Source: an optimization exercise on an open RTL-to-GDS flow (aim: small area). Production flows keep margins and buffers that such runs may drop.
Function was checked by simulation only, so behaviour that the tests miss may differ from the original.
Power and IR drop assume default switching activity.

== JK ==
Design range_match_tree_param, start of the top module:
module range_match_tree_param
#(
    parameter int DATA_WIDTH = 32,
    parameter int DEPTH      = 5,
    parameter int RIDS_WIDTH = 32,
    localparam int NODE_W    = rmt_pkg::node_idx_width(DEPTH),
    localparam int NODES     = rmt_pkg::node_count(DEPTH),
    localparam int LEAVES    = rmt_pkg::leaf_count(DEPTH),
    localparam int WDATA_W   = (DATA_WIDTH > RIDS_WIDTH) ? DATA_WIDTH : RIDS_WIDTH
) (
    input  logic                  clk,
    input  logic                  reset,
    input  logic                  in_valid,
    input  logic [DATA_WIDTH-1:0] in_key,
    input  logic                  cfg_we,
    input  logic                  cfg_sel,
    input  logic [NODE_W-1:0]     cfg_addr,
    input  logic [WDATA_W-1:0]    cfg_wdata,
    output logic                  out_valid,
    output logic [RIDS_WIDTH-1:0] out_rids,
    output logic [DEPTH-1:0]      out_leaf
);
    localparam logic [DATA_WIDTH-1:0] KEY_INV = rmt_pkg::EVEN_MASK[DATA_WIDTH-1:0];
    logic [NODES*DATA_WIDTH-1:0]  bnd;
    logic [LEAVES*RIDS_WIDTH-1:0] rids_n;
    logic [WDATA_W-1:0] wd;
    assign wd = cfg_wdata & {WDATA_W{~reset}};
    for (genvar i = 0; i < NODES; i++) begin : g_bnd
        localparam logic [DATA_WIDTH-1:0] POL = rmt_pkg::bound_pol(rmt_pkg::node_level(i));
        logic we;
        assign we = reset | (cfg_we & ~cfg_sel & (cfg_addr == NODE_W'(i)));
        always_ff @(posedge clk)
            if (we) bnd[i*DATA_WIDTH +: DATA_WIDTH] <= wd[DATA_WIDTH-1:0] ^ ~POL;
    end
    for (genvar i = 0; i < LEAVES; i++) begin : g_rids
        logic we;
        assign we = reset | (cfg_we & cfg_sel & (cfg_addr == NODE_W'(i)));
        always_ff @(posedge clk)
            if (we) rids_n[i*RIDS_WIDTH +: RIDS_WIDTH] <= ~wd[RIDS_WIDTH-1:0];
    end
  ...
export LEC_CHECK = 0
export CAP_MARGIN = 20
export CORE_MARGIN = 2
export CORE_UTILIZATION = 40
export CTS_BUF_LIST = sky130_fd_sc_hd__clkbuf_8
export CTS_CLUSTER_DIAMETER = 40
export CTS_CLUSTER_SIZE = 12
export SLEW_MARGIN = 20
export SYNTH_HIERARCHICAL = 1
create_clock -name core_clock -period 6.0 [get_ports {clk}]
standard.sh (not shown) runs the stock make flow with config.mk's settings and CLKGATE_MAP_FILE= SYNTH_SCRIPT=/design/flow/synth_recipe.tcl, a recipe that flattens the netlist after the stock synthesis.
==> flow/flow/run.sh <==
#!/bin/bash
# Standard layout with two changes:
#  - after the standard synthesis, every combinational cell is set to the smallest drive
#    strength of its type (flip-flops untouched); repair sizes up what timing needs;
#  - the port buffers are sky130_fd_sc_hd__buf_1 instead of the resizer's default pick.
# Each tool's output goes to a log file of its own in this folder.
set -euo pipefail
R=orfs/results/${FLOW_PLATFORM}/range_match_tree_param/base
LIB=${FLOW_HOME}/platforms/${FLOW_PLATFORM}/lib/sky130_fd_sc_hd__tt_025C_1v80.lib

bash standard.sh synth > synth.log 2>&1

cp "$R/1_2_yosys.v" "$R/1_2_yosys.standard.v"
python3 flow/downsize.py "$LIB" "$R/1_2_yosys.standard.v" "$R/1_2_yosys.v" > downsize.log 2>&1
rm -f "$R/1_synth.odb"
bash standard.sh synth > synth_odb.log 2>&1

export BUFFER_PORTS_ARGS="-buffer_cell sky130_fd_sc_hd__buf_1"
bash standard.sh > layout.log 2>&1
Other scripts of this flow, unchanged in this note and not shown: flow/flow/downsize.py
Inputs modified between JK and MS:
--- a/flow/flow/run.sh
+++ b/flow/flow/run.sh
@@ -2 +2 @@
-# Standard layout with two changes:
+# Standard layout with three changes:
@@ -5 +5,2 @@
-#  - the port buffers are sky130_fd_sc_hd__buf_1 instead of the resizer's default pick.
+#  - the port buffers are sky130_fd_sc_hd__buf_1 instead of the resizer's default pick;
+#  - clock tree synthesis inserts no dummy loads.
@@ -18,0 +20 @@
+export CTS_ARGS="-sink_clustering_enable -repair_clock_nets -dont_use_dummy_load -sink_clustering_size 18 -sink_clustering_max_diameter 70 -buf_list sky130_fd_sc_hd__clkbuf_8"
--- a/flow/config.mk
+++ b/flow/config.mk
@@ -8 +8 @@
-export CAP_MARGIN = 20
+export CAP_MARGIN = 5
@@ -10 +10 @@
-export CORE_UTILIZATION = 40
+export CORE_UTILIZATION = 55
@@ -12,3 +12,3 @@
-export CTS_CLUSTER_DIAMETER = 40
-export CTS_CLUSTER_SIZE = 12
-export SLEW_MARGIN = 20
+export CTS_CLUSTER_DIAMETER = 70
+export CTS_CLUSTER_SIZE = 18
+export SLEW_MARGIN = 5
### Flow results
MS: flow completed, timing, DRC and antenna clean
Looking at worst hold slack across both flows, MS is the stronger of the two, with JK trailing.
The final reports for MS and JK show die area lower in the former.
The internal portion of total power in MS was lower than what JK gave.
Delta (MS minus JK): multi-input logic portion of the cell area saw an increase, flip-flop and latch share of the layout cell area went up 3.1 points, leakage power of the design saw a decrease, critical path depth went down 2.8%, setup slack of the critical path after layout fell 0.011 ns.
MS — final period utilization 0.18 points higher, JK as reference
| fmax | JK vs MS | ≈ equal |
Max portion of the layout cell area used by clock cells across MS and JK: JK
The inputs of AL differ from those of MS as listed below.
--- a/flow/flow/run.sh
+++ b/flow/flow/run.sh
@@ -2 +2 @@
-# Standard layout with three changes:
+# Standard layout with two changes:
@@ -5,2 +5 @@
-#  - the port buffers are sky130_fd_sc_hd__buf_1 instead of the resizer's default pick;
-#  - clock tree synthesis inserts no dummy loads.
+#  - the port buffers are sky130_fd_sc_hd__buf_1 instead of the resizer's default pick.
@@ -20 +18,0 @@
-export CTS_ARGS="-sink_clustering_enable -repair_clock_nets -dont_use_dummy_load -sink_clustering_size 18 -sink_clustering_max_diameter 70 -buf_list sky130_fd_sc_hd__clkbuf_8"
--- a/flow/config.mk
+++ b/flow/config.mk
@@ -12,2 +12,2 @@
-export CTS_CLUSTER_DIAMETER = 70
-export CTS_CLUSTER_SIZE = 18
+export CTS_CLUSTER_DIAMETER = 45
+export CTS_CLUSTER_SIZE = 16
==> comparison <==
AL vs. MS: clock network area share saw an increase, initial antenna violation count now sits lower, post-detailed-routing wire length +0.78%.
NOTE first-pass GRT wire length MS->AL increased slightly
Measured against MS, the internal power consumption of AL comes out at 1.09 times the reference value.
The lower count of clock-net buffers in the final layout of AL and MS is in MS.
On number of instances on the worst hold path: between AL and MS, it ends up lower for MS.
Between AL and MS, the difference in sequential power is negligible.
The post-route clock period utilization reported for AL is greater than that of MS by 0.84 points.
Inputs modified between AL and TR:
--- a/flow/flow/run.sh
+++ b/flow/flow/run.sh
@@ -2 +2 @@
-# Standard layout with two changes:
+# Standard layout with three changes:
@@ -5 +5,2 @@
-#  - the port buffers are sky130_fd_sc_hd__buf_1 instead of the resizer's default pick.
+#  - the port buffers are sky130_fd_sc_hd__buf_1 instead of the resizer's default pick;
+#  - clock tree synthesis inserts no dummy loads.
@@ -18,0 +20 @@
+export CTS_ARGS="-sink_clustering_enable -repair_clock_nets -dont_use_dummy_load -sink_clustering_size 18 -sink_clustering_max_diameter 100 -buf_list sky130_fd_sc_hd__clkbuf_8"
--- a/flow/config.mk
+++ b/flow/config.mk
@@ -12,2 +12,2 @@
-export CTS_CLUSTER_DIAMETER = 45
-export CTS_CLUSTER_SIZE = 16
+export CTS_CLUSTER_DIAMETER = 100
+export CTS_CLUSTER_SIZE = 18
==> results.txt <==
| number of search-and-repair iterations in the first detailed-routing pass | TR vs AL | 2 lower |
Run comparison: TR cell with the largest stage delay on the worst path sky130_fd_sc_hd__dfxtp_1; AL cell with the largest stage delay on the worst path sky130_fd_sc_hd__dfxtp_2
Against AL, TR comes in about 12% higher on number of antenna violations at the first check in global routing.
Per the comparison of TR with AL, part of the power in the clock network went down; combined global-route utilization of all metal layers decreased by 0.27 points relative to the old numbers; static leakage went down by 1.2 nW; finished layout cell area went down 2300 um2.
Going from AL to TR, number of I/O pins saw little to no change; part of the total power dissipated in combinational logic went up 1.4 points; final worst-path setup slack went up.
Compared AL against TR; reported combinational group power within noise.
Here is what was changed in the inputs of PW compared with TR.
--- a/flow/flow/run.sh
+++ b/flow/flow/run.sh
@@ -20 +20 @@
-export CTS_ARGS="-sink_clustering_enable -repair_clock_nets -dont_use_dummy_load -sink_clustering_size 18 -sink_clustering_max_diameter 100 -buf_list sky130_fd_sc_hd__clkbuf_8"
+export CTS_ARGS="-sink_clustering_enable -repair_clock_nets -dont_use_dummy_load -sink_clustering_size 18 -sink_clustering_max_diameter 45 -buf_list sky130_fd_sc_hd__clkbuf_8"
--- a/flow/config.mk
+++ b/flow/config.mk
@@ -8 +8 @@
-export CAP_MARGIN = 5
+export CAP_MARGIN = 0
@@ -12 +12 @@
-export CTS_CLUSTER_DIAMETER = 100
+export CTS_CLUSTER_DIAMETER = 45
@@ -14 +14 @@
-export SLEW_MARGIN = 5
+export SLEW_MARGIN = 0
Results
- Compared with TR, PW shows a higher core utilization.
- | share of power burned in the clock network | lower: TR |
- Per the comparison of PW with TR, clock tree cell share of total cell area +0.73 points; antenna diode count saw an increase.
- PW vs TR — total wirelength of the detailed-routed design rose 780 um.
- PW vs TR, layer with the highest usage after global routing: met1 vs met2
- The lower number of buffers created by CTS came out of TR.
- Transition at the pin with the smallest max-transition slack sits higher in PW than in TR.
- Compared with TR, in PW slack of the critical path now sits lower; ratio of routed vias to standard cells now sits at about the same level.

what the ideal ports hide:
In the flow no input, the clock included, has a driving cell. The finished layouts below were timed again as built, in two steps. Step 1 sets driving cells, clkbuf_16 on the clock port and buf_2 on the other inputs (assumed; they add their load-dependent delay and slew). Step 2 also shifts input and output timing later by t, the mid clock arrival at the registers, as if the neighbouring blocks saw the same clock. Three values: no drivers, after step 1, after step 2; two values: the first two.
run	shift t [ns]	setup WS [ns]	hold WS [ns]	worst setup path at the end	pins driven straight from the clock port
JK	1.055	0.613 / 0.613 / 0.613	0.285 / 0.229 / 0.327	register to register	1
MS	0.982	0.602 / 0.602 / 0.602	0.355 / 0.298 / 0.355	register to register	1
AL	1.008	0.552 / 0.552 / 0.552	0.329 / 0.278 / 0.359	register to register	1
TR	0.947	0.588 / 0.588 / 0.588	0.366 / 0.326 / 0.366	register to register	1
PW	0.988	0.579 / 0.579 / 0.579	0.311 / 0.269 / 0.311	register to register	1
After both steps every run listed still meets setup and hold.
